Context: an optimization exercise on an open-source flow, tuned for small area. The choices shown serve that exercise and are no tape-out recipe. Only simulation tests tie the RTL to the original design; equivalence was not proved. The clock port is modelled as an ideal driver; clocking choices that lean on that would not hold on a real chip.

## job 101
==> flow/design.v <==
module rf_aoi222 (
  input  logic a1, a2, b1, b2, c1, c2,
  output logic y
);
  assign y = ~((a1 & a2) | (b1 & b2) | (c1 & c2));
endmodule
module rf_tail (
  input  logic a, b, c1, c2, d1, d2,
  output logic y
);
  assign y = ~(a & b) | (c1 & c2) | (d1 & d2);
endmodule
module rf_nand4 (
  input  logic a, b, c, d,
  output logic y
);
  assign y = ~(a & b & c & d);
endmodule
module rf_or3 (
  input  logic a, b, c,
  output logic y
);
  assign y = a | b | c;
endmodule
module rf_rdbit (
  input  logic [31:0] s,
  input  logic [31:0] d,
  output logic        y
);
  logic [9:0]  n;
  logic [2:0]  o;
  for (genvar g = 0; g < 10; g++) begin : g_aoi
    rf_aoi222 u_aoi (
      .a1(s[3*g]),   .a2(d[3*g]),
      .b1(s[3*g+1]), .b2(d[3*g+1]),
      .c1(s[3*g+2]), .c2(d[3*g+2]),
      .y(n[g])
    );
  end
  rf_nand4 u_o0 (.a(n[0]), .b(n[1]), .c(n[2]),  .d(n[3]), .y(o[0]));
  rf_nand4 u_o1 (.a(n[4]), .b(n[5]), .c(n[6]),  .d(n[7]), .y(o[1]));
  rf_tail  u_o2 (.a(n[8]), .b(n[9]), .c1(s[30]), .c2(d[30]), .d1(s[31]), .d2(d[31]), .y(o[2]));
  rf_or3   u_y  (.a(o[0]), .b(o[1]), .c(o[2]), .y(y));
endmodule
module rf_wrmux (
  input  logic        s,
  input  logic        sn,
  input  logic [31:0] wd,
  input  logic [31:0] q,
  output logic [31:0] d
);
  assign d = ({32{s}} & wd) | ({32{sn}} & q);
endmodule
module rf_scoreboard (
  input  logic        clk,
  input  logic        rst,
  input  logic        we,
  input  logic [4:0]  wa,
  input  logic [31:0] wd,
  input  logic [4:0]  ra1,
  input  logic [4:0]  ra2,
  output logic [31:0] rd1,
  output logic [31:0] rd2,
  output logic        rv1,
  output logic        rv2,
  input  logic        issue_en,
  input  logic [4:0]  issue_wa,
  output logic        issue_rdy,
  output logic [5:0]  npend
);
  logic [31:0] r_rf [1:31];
  logic [31:1] r_vld;
  logic [31:1] r_busy;
  logic [5:0]  r_npend;
  logic        w_we;
  logic [31:1] w_wsel, w_isel, w_s1, w_s2;
  logic        w_byp1, w_byp2;
  logic        w_bw, w_bi;
  assign w_we = we & rst;
  always_comb begin
    for (int i = 1; i < 32; i++) begin
      w_wsel[i] = w_we & (wa == 5'(i));
      w_isel[i] = (issue_wa == 5'(i));
      w_s1[i]   = (ra1 == 5'(i));
      w_s2[i]   = (ra2 == 5'(i));
    end
  end
  assign w_bw = |(w_wsel & r_busy);    
  assign w_bi = |(w_isel & r_busy);    
  assign issue_rdy = issue_en & (~w_bi | (w_we & (wa == issue_wa)));
  logic w_set, w_inc, w_clr;
  assign w_set = issue_rdy & (issue_wa != 5'd0);
  assign w_inc = w_set & ~w_bi;
  assign w_clr = w_bw & ~(w_set & (issue_wa == wa));
  assign w_byp1 = w_we & (wa == ra1) & (ra1 != 5'd0);
  assign w_byp2 = w_we & (wa == ra2) & (ra2 != 5'd0);
  logic [31:0] w_g1, w_g2;
  logic [31:0] w_d [32];
  assign w_g1 = {w_s1 & r_vld & {31{~w_byp1}}, w_byp1};
  assign w_g2 = {w_s2 & r_vld & {31{~w_byp2}}, w_byp2};
  always_comb begin
    w_d[0] = wd;
    for (int i = 1; i < 32; i++) w_d[i] = r_rf[i];
  end
  for (genvar b = 0; b < 32; b++) begin : g_rd
    logic [31:0] col;
    for (genvar i = 0; i < 32; i++) begin : g_col
      assign col[i] = w_d[i][b];
    end
    rf_rdbit u_rd1 (.s(w_g1), .d(col), .y(rd1[b]));
    rf_rdbit u_rd2 (.s(w_g2), .d(col), .y(rd2[b]));
  end
  assign rv1 = ~(|(w_s1 & r_busy)) | w_byp1;
  assign rv2 = ~(|(w_s2 & r_busy)) | w_byp2;
  assign npend = r_npend;
  for (genvar i = 1; i < 32; i++) begin : g_reg
    logic [31:0] nxt;
    rf_wrmux u_wm (.s(w_wsel[i]), .sn(~w_wsel[i]), .wd(wd), .q(r_rf[i]), .d(nxt));
    always_ff @(posedge clk) r_rf[i] <= nxt;
  end
  always_ff @(posedge clk or negedge rst) begin
    if (!rst) begin
      r_vld   <= '0;
      r_busy  <= '0;
      r_npend <= '0;
    end else begin
      r_vld  <= r_vld | w_wsel;
      r_busy <= (r_busy & ~w_wsel) | ({31{w_set}} & w_isel);
      case ({w_inc, w_clr})
        2'b10:   r_npend <= r_npend + 6'd1;
        2'b01:   r_npend <= r_npend - 6'd1;
        default: r_npend <= r_npend;
      endcase
    end
  end
endmodule
export LEC_CHECK = 0
export CAP_MARGIN = 20
export CORE_MARGIN = 2
export CORE_UTILIZATION = 65
export PLACE_DENSITY = 0.72
export SETUP_SLACK_MARGIN = 0.2
export SLEW_MARGIN = 20
export SYNTH_HIERARCHICAL = 1
export SYNTH_MINIMUM_KEEP_SIZE = 0
create_clock -name core_clock -period 8.0 [get_ports {clk}]
standard.sh (not shown) runs the stock make flow with config.mk's settings and CLKGATE_MAP_FILE= SYNTH_SCRIPT=/design/flow/synth_recipe.tcl, a recipe that flattens the netlist after the stock synthesis.
==> flow/flow/run.sh <==
#!/bin/bash
# Standard layout, with two changes: every port still gets its own buffer,
# but the smallest buffer cell is used for it; and clock tree synthesis
# clusters up to 25 flip-flops within 60 um per leaf buffer and adds no
# dummy loads.
set -o pipefail
cp standard.sh standard_sh.log
cp config.mk config_mk.log
export BUFFER_PORTS_ARGS="-buffer_cell sky130_fd_sc_hd__buf_1"
export CTS_ARGS="-sink_clustering_enable -repair_clock_nets -dont_use_dummy_load -sink_clustering_size 25 -sink_clustering_max_diameter 60"
bash standard.sh finish > standard.log 2>&1
Job 101 reached the end of the flow, and the finished layout is clean on the timing, design-rule and antenna checks.
#### Input delta (job 102 over job 101)
==> flow/flow/run.sh <==
#!/bin/bash
# Standard layout, with two changes: every port still gets its own buffer,
# but the smallest buffer cell is used for it; and clock tree synthesis
# clusters up to 30 flip-flops within 100 um per leaf buffer and adds no
# dummy loads.
set -o pipefail
cp standard.sh standard_sh.log
cp config.mk config_mk.log
export BUFFER_PORTS_ARGS="-buffer_cell sky130_fd_sc_hd__buf_1"
export CTS_ARGS="-sink_clustering_enable -repair_clock_nets -dont_use_dummy_load -sink_clustering_size 30 -sink_clustering_max_diameter 100"
bash standard.sh finish > standard.log 2>&1
Results
- Re count of flip-flops with a built-in enable after synthesis: no difference whatsoever between job 102 and job 101.
- ~same total routed wire length on the met1 layer in job 102 and job 101
- Delta (job 102 minus job 101): via count saw little to no change, non-clock buffer area fraction after layout stayed essentially flat.

-- port drivers added, routing unchanged --
The results above use ideal ports. As a check the final layouts listed here were re-extracted and re-timed, cells and wires unchanged.
Step 1: set_driving_cell puts a clkbuf_16 on clk and a buf_2 on each other input, an assumption about the parent block.
Step 2 adds t to the input delays and takes it off the output delays; t is the mean of the earliest and latest rising clock arrival at the registers after step 1. Input paths then give back, and output paths get back, about the clock's delay inside the block.
a / b / c = ideal / step 1 / step 2; a / b = the first two.
run | t (ns) | setup WS [ns] | latest minus earliest clock arrival (ns)
job 101 | 0.694 | 0.367 / 0.348 / 0.348 | 0.097 / 0.097
job 102 | 0.698 | 0.443 / 0.424 / 0.424 | 0.094 / 0.095
After both steps setup and hold are still met in every run listed.
